Background: an optimization exercise with open tools, aiming at small area, a short achievable clock period and few clock cycles per item. Do not read the settings as production practice.
Power and IR drop assume default switching activity.

==> flow/design.v (excerpt) <==
module binary_neuron (
    input  logic                    clk,
    input  logic                    reset,
    input  logic                    in_valid,
    output logic                    in_ready,
    input  logic [320:0]            in_req,
    output logic                    out_valid,
    input  logic                    out_ready,
    output logic [9:0]              out_sum
);
==> flow/config.mk <==
export PLATFORM = sky130hd
export DESIGN_NAME = binary_neuron
export DESIGN_NICKNAME = binary_neuron
export VERILOG_FILES = /design/flow/design.v
export SDC_FILE = /design/flow/constraint.sdc
export NUM_CORES = 4
export LEC_CHECK = 0
export CAP_MARGIN = 20
export CORE_MARGIN = 2
export CORE_UTILIZATION = 40
export CTS_BUF_LIST = sky130_fd_sc_hd__clkbuf_8
export SLEW_MARGIN = 20
export SYNTH_HIERARCHICAL = 1
export SYNTH_MINIMUM_KEEP_SIZE = 0
==> flow/constraint.sdc <==
create_clock -name core_clock -period 6.0 [get_ports {clk}]
set_input_delay 1.2000 -clock core_clock [delete_from_list [all_inputs] [get_ports {clk}]]
set_output_delay 1.2000 -clock core_clock [all_outputs]
set_load 0.01 [all_outputs]
standard.sh (not shown) runs the stock make flow with config.mk's settings and CLKGATE_MAP_FILE= SYNTH_SCRIPT=/design/flow/synth_recipe.tcl, a recipe that flattens the netlist after the stock synthesis.
==> flow/flow/run.sh <==
#!/bin/bash
# The standard layout (standard.sh: ORFS synthesis to final layout), with
# two changes:
#  - the input and output ports are buffered with the smallest buffer,
#    sky130_fd_sc_hd__buf_1, instead of the cell buffer_ports picks by default
#    (clkdlybuf4s50_1); later repair steps may still resize them;
#  - clock tree synthesis adds no dummy loads to the clock tree.
set -euo pipefail
export BUFFER_PORTS_ARGS="-buffer_cell sky130_fd_sc_hd__buf_1"
export CTS_ARGS="-sink_clustering_enable -repair_clock_nets -buf_list sky130_fd_sc_hd__clkbuf_8 -dont_use_dummy_load"
bash standard.sh > standard_flow.log 2>&1
Rerun with:
--- a/flow/design.v
+++ b/flow/design.v
@@ -213,21 +213,21 @@
     wire p1_61 = in_req[74] ^ (~in_req[3] & in_req[73]);
     wire p2_61 = in_req[75] ^ (~in_req[3] & (in_req[73] | in_req[74]));
     wire q3_61 = ~(in_req[76] ^ (~in_req[3] & (in_req[73] | in_req[74] | in_req[75])));
     wire p1_62 = in_req[70] ^ (~in_req[2] & in_req[69]);
     wire p2_62 = in_req[71] ^ (~in_req[2] & (in_req[69] | in_req[70]));
     wire q3_62 = ~(in_req[72] ^ (~in_req[2] & (in_req[69] | in_req[70] | in_req[71])));
     wire p1_63 = in_req[66] ^ (~in_req[1] & in_req[65]);
     wire p2_63 = in_req[67] ^ (~in_req[1] & (in_req[65] | in_req[66]));
     wire q3_63 = ~(in_req[68] ^ (~in_req[1] & (in_req[65] | in_req[66] | in_req[67])));
     logic r1_s57, r1_s59, r1_s61, r1_s135, r1_c58, r1_c60, r1_c62, r1_s137, r1_s139, r1_s141, r1_s143, r1_s145, r1_s147, r1_s149, r1_s217, r1_s219, r1_s221, r1_s223, r1_s225, r1_s227, r1_s229, r1_s231, r1_c138, r1_c140, r1_c142, r1_c144, r1_c146, r1_s233, r1_s235, r1_c148, r1_c150, r1_s237, r1_s239, r1_s241, r1_s243, r1_s245, r1_c218, r1_c220, r1_c222, r1_c224, r1_c226, r1_c228, r1_c230, r1_c232, r1_s315, r1_s317, r1_s319, r1_s321, r1_s323, r1_s325, r1_s327, r1_s329, r1_s331, r1_s333, r1_s335, r1_s337, r1_s339, r1_s341, r1_c234, r1_c236, r1_c238, r1_c240, r1_c242, r1_c244, r1_c246, r1_s343, r1_s345, r1_s347, r1_c314, r1_c316, r1_c318, r1_c320, r1_c322, r1_c324, r1_c326, r1_c328, r1_c330, r1_c332, r1_c334, r1_c336, r1_c338, r1_c340, r1_c342, r1_s393, r1_s395, r1_s397, r1_s399, r1_s401, r1_s403, r1_s405, r1_c344, r1_c346, r1_c348, r1_c394, r1_c396, r1_c398, r1_c400, r1_c402, r1_c404, r1_c406;
-    logic r2_s447, r2_c392, r2_s449, r2_c448, r2_s475, r2_c450, r2_s477, r2_s489, r2_c476, r2_s491, r2_c478, r2_c488, r2_s497, r2_c490, r2_c492, r2_c498, r2_s63, r2_s157, r2_s271, r2_s391, r2_s159;
+    logic r2_s447, r2_c392, r2_s449, r2_c448, r2_s475, r2_c450, r2_s477, r2_s489, r2_c476, r2_s491, r2_c478, r2_c492, r2_s499, r2_c498, r2_c500, r2_s63, r2_s157, r2_s271, r2_s391, r2_s159;
     wire s1 = ~(in_req[317] ^ in_req[313]);
     wire c2 = in_req[317] | in_req[313];
     wire s3, c4;
     csa_fa u_s3 (.a(in_req[309]), .b(in_req[305]), .c(in_req[301]), .s(s3), .co(c4));
     wire s5, c6;
     csa_fa u_s5 (.a(in_req[297]), .b(in_req[293]), .c(in_req[289]), .s(s5), .co(c6));
     wire s7, c8;
     csa_fa u_s7 (.a(in_req[285]), .b(in_req[281]), .c(in_req[277]), .s(s7), .co(c8));
     wire s9, c10;
     csa_fa u_s9 (.a(in_req[273]), .b(in_req[269]), .c(in_req[265]), .s(s9), .co(c10));
@@ -713,25 +713,25 @@
     csa_fa u_s489 (.a(c468), .b(s485), .c(c470), .s(s489), .co(c490));
     wire s491, c492;
     csa_fa u_s491 (.a(c472), .b(s487), .c(c474), .s(s491), .co(c492));
     wire s493, c494;
     csa_fa u_s493 (.a(r2_s489), .b(r2_c476), .c(r2_s491), .s(s493), .co(c494));
     wire s495, c496;
     csa_fa u_s495 (.a(r2_c478), .b(s493), .c(c480), .s(s495), .co(c496));
     wire s497 = ~(c484 ^ c486);
     wire c498 = c484 | c486;
     wire s499, c500;
-    csa_fa u_s499 (.a(r2_c488), .b(r2_s497), .c(r2_c490), .s(s499), .co(c500));
+    csa_fa u_s499 (.a(c488), .b(s497), .c(c490), .s(s499), .co(c500));
     wire s501, c502;
-    csa_fa u_s501 (.a(r2_c492), .b(s499), .c(c494), .s(s501), .co(c502));
-    wire s503 = ~(r2_c498 ^ c500);
-    wire c504 = r2_c498 | c500;
+    csa_fa u_s501 (.a(r2_c492), .b(r2_s499), .c(c494), .s(s501), .co(c502));
+    wire s503 = ~(r2_c498 ^ r2_c500);
+    wire c504 = r2_c498 | r2_c500;
     wire [9:0] row_a = {c504, s503, s501, s495, s481, s451, r2_s391, r2_s271, r2_s157, r2_s63};
     wire [9:0] row_b = {1'b0, c502, c496, c482, 1'b0, 1'b0, 1'b0, 1'b0, r2_s159, 1'b0};
     wire [9:0] total = row_a + row_b;
     logic         accept, pop;
     logic [2:0] pending, pending_next;
     assign accept = in_valid && in_ready;
     assign pop    = out_valid && out_ready;
     always_comb begin
         case ({accept, pop})
             2'b10:   pending_next = {pending[1:0], 1'b1};
@@ -862,25 +862,24 @@
         r2_c392 <= c392;
         r2_s449 <= s449;
         r2_c448 <= c448;
         r2_s475 <= s475;
         r2_c450 <= c450;
         r2_s477 <= s477;
         r2_s489 <= s489;
         r2_c476 <= c476;
         r2_s491 <= s491;
         r2_c478 <= c478;
-        r2_c488 <= c488;
-        r2_s497 <= s497;
-        r2_c490 <= c490;
         r2_c492 <= c492;
+        r2_s499 <= s499;
         r2_c498 <= c498;
+        r2_c500 <= c500;
         r2_s63 <= s63;
         r2_s157 <= s157;
         r2_s271 <= s271;
         r2_s391 <= s391;
         r2_s159 <= s159;
     end
     logic [9:0]      q_data [0:2];
     logic [2:0]    q_wr, q_rd, q_occ;
     logic            result;        
     assign result    = stage_valid[2];
Result: The changed run finished with timing, DRC and antenna clean. Power drops by about 1.5%. Setup slack hardly moves. Non-clock buffer count is unchanged. Clock-buffer cell count stays the same. Die area hardly moves. Routed wire length barely changes. Flip-flop and latch count drops by 1.
No functional check of the RTL was part of any run of this note.

==> separate check: timing with driven ports <==
No port has a modelled driver above. Below, the same layouts with a new extraction and two added sets of constraints.
Step 1, drivers: a clkbuf_16 drives clk and a buf_2 each remaining input, both assumed.
Step 2, shift: input delay + t, output delay - t, t = (earliest + latest rising clock arrival at the registers) / 2. This alone moves slack from input paths to output paths.
Three values: no drivers, after step 1, after step 2; two values: the first two.
run | t (ns) | setup WS [ns] | latest minus earliest clock arrival (ns) | cell pins on the clock port's net
the first run | 0.469 | 2.941 / 2.941 / 2.550 | 0.026 / 0.026 | 1
the second run | 0.479 | 2.943 / 2.943 / 2.569 | 0.041 / 0.041 | 1
After both steps every run listed still meets setup and hold. For the first run, which loses most, drivers alone change the setup slack by 0.000 ns; drivers and shift together by -0.391 ns.
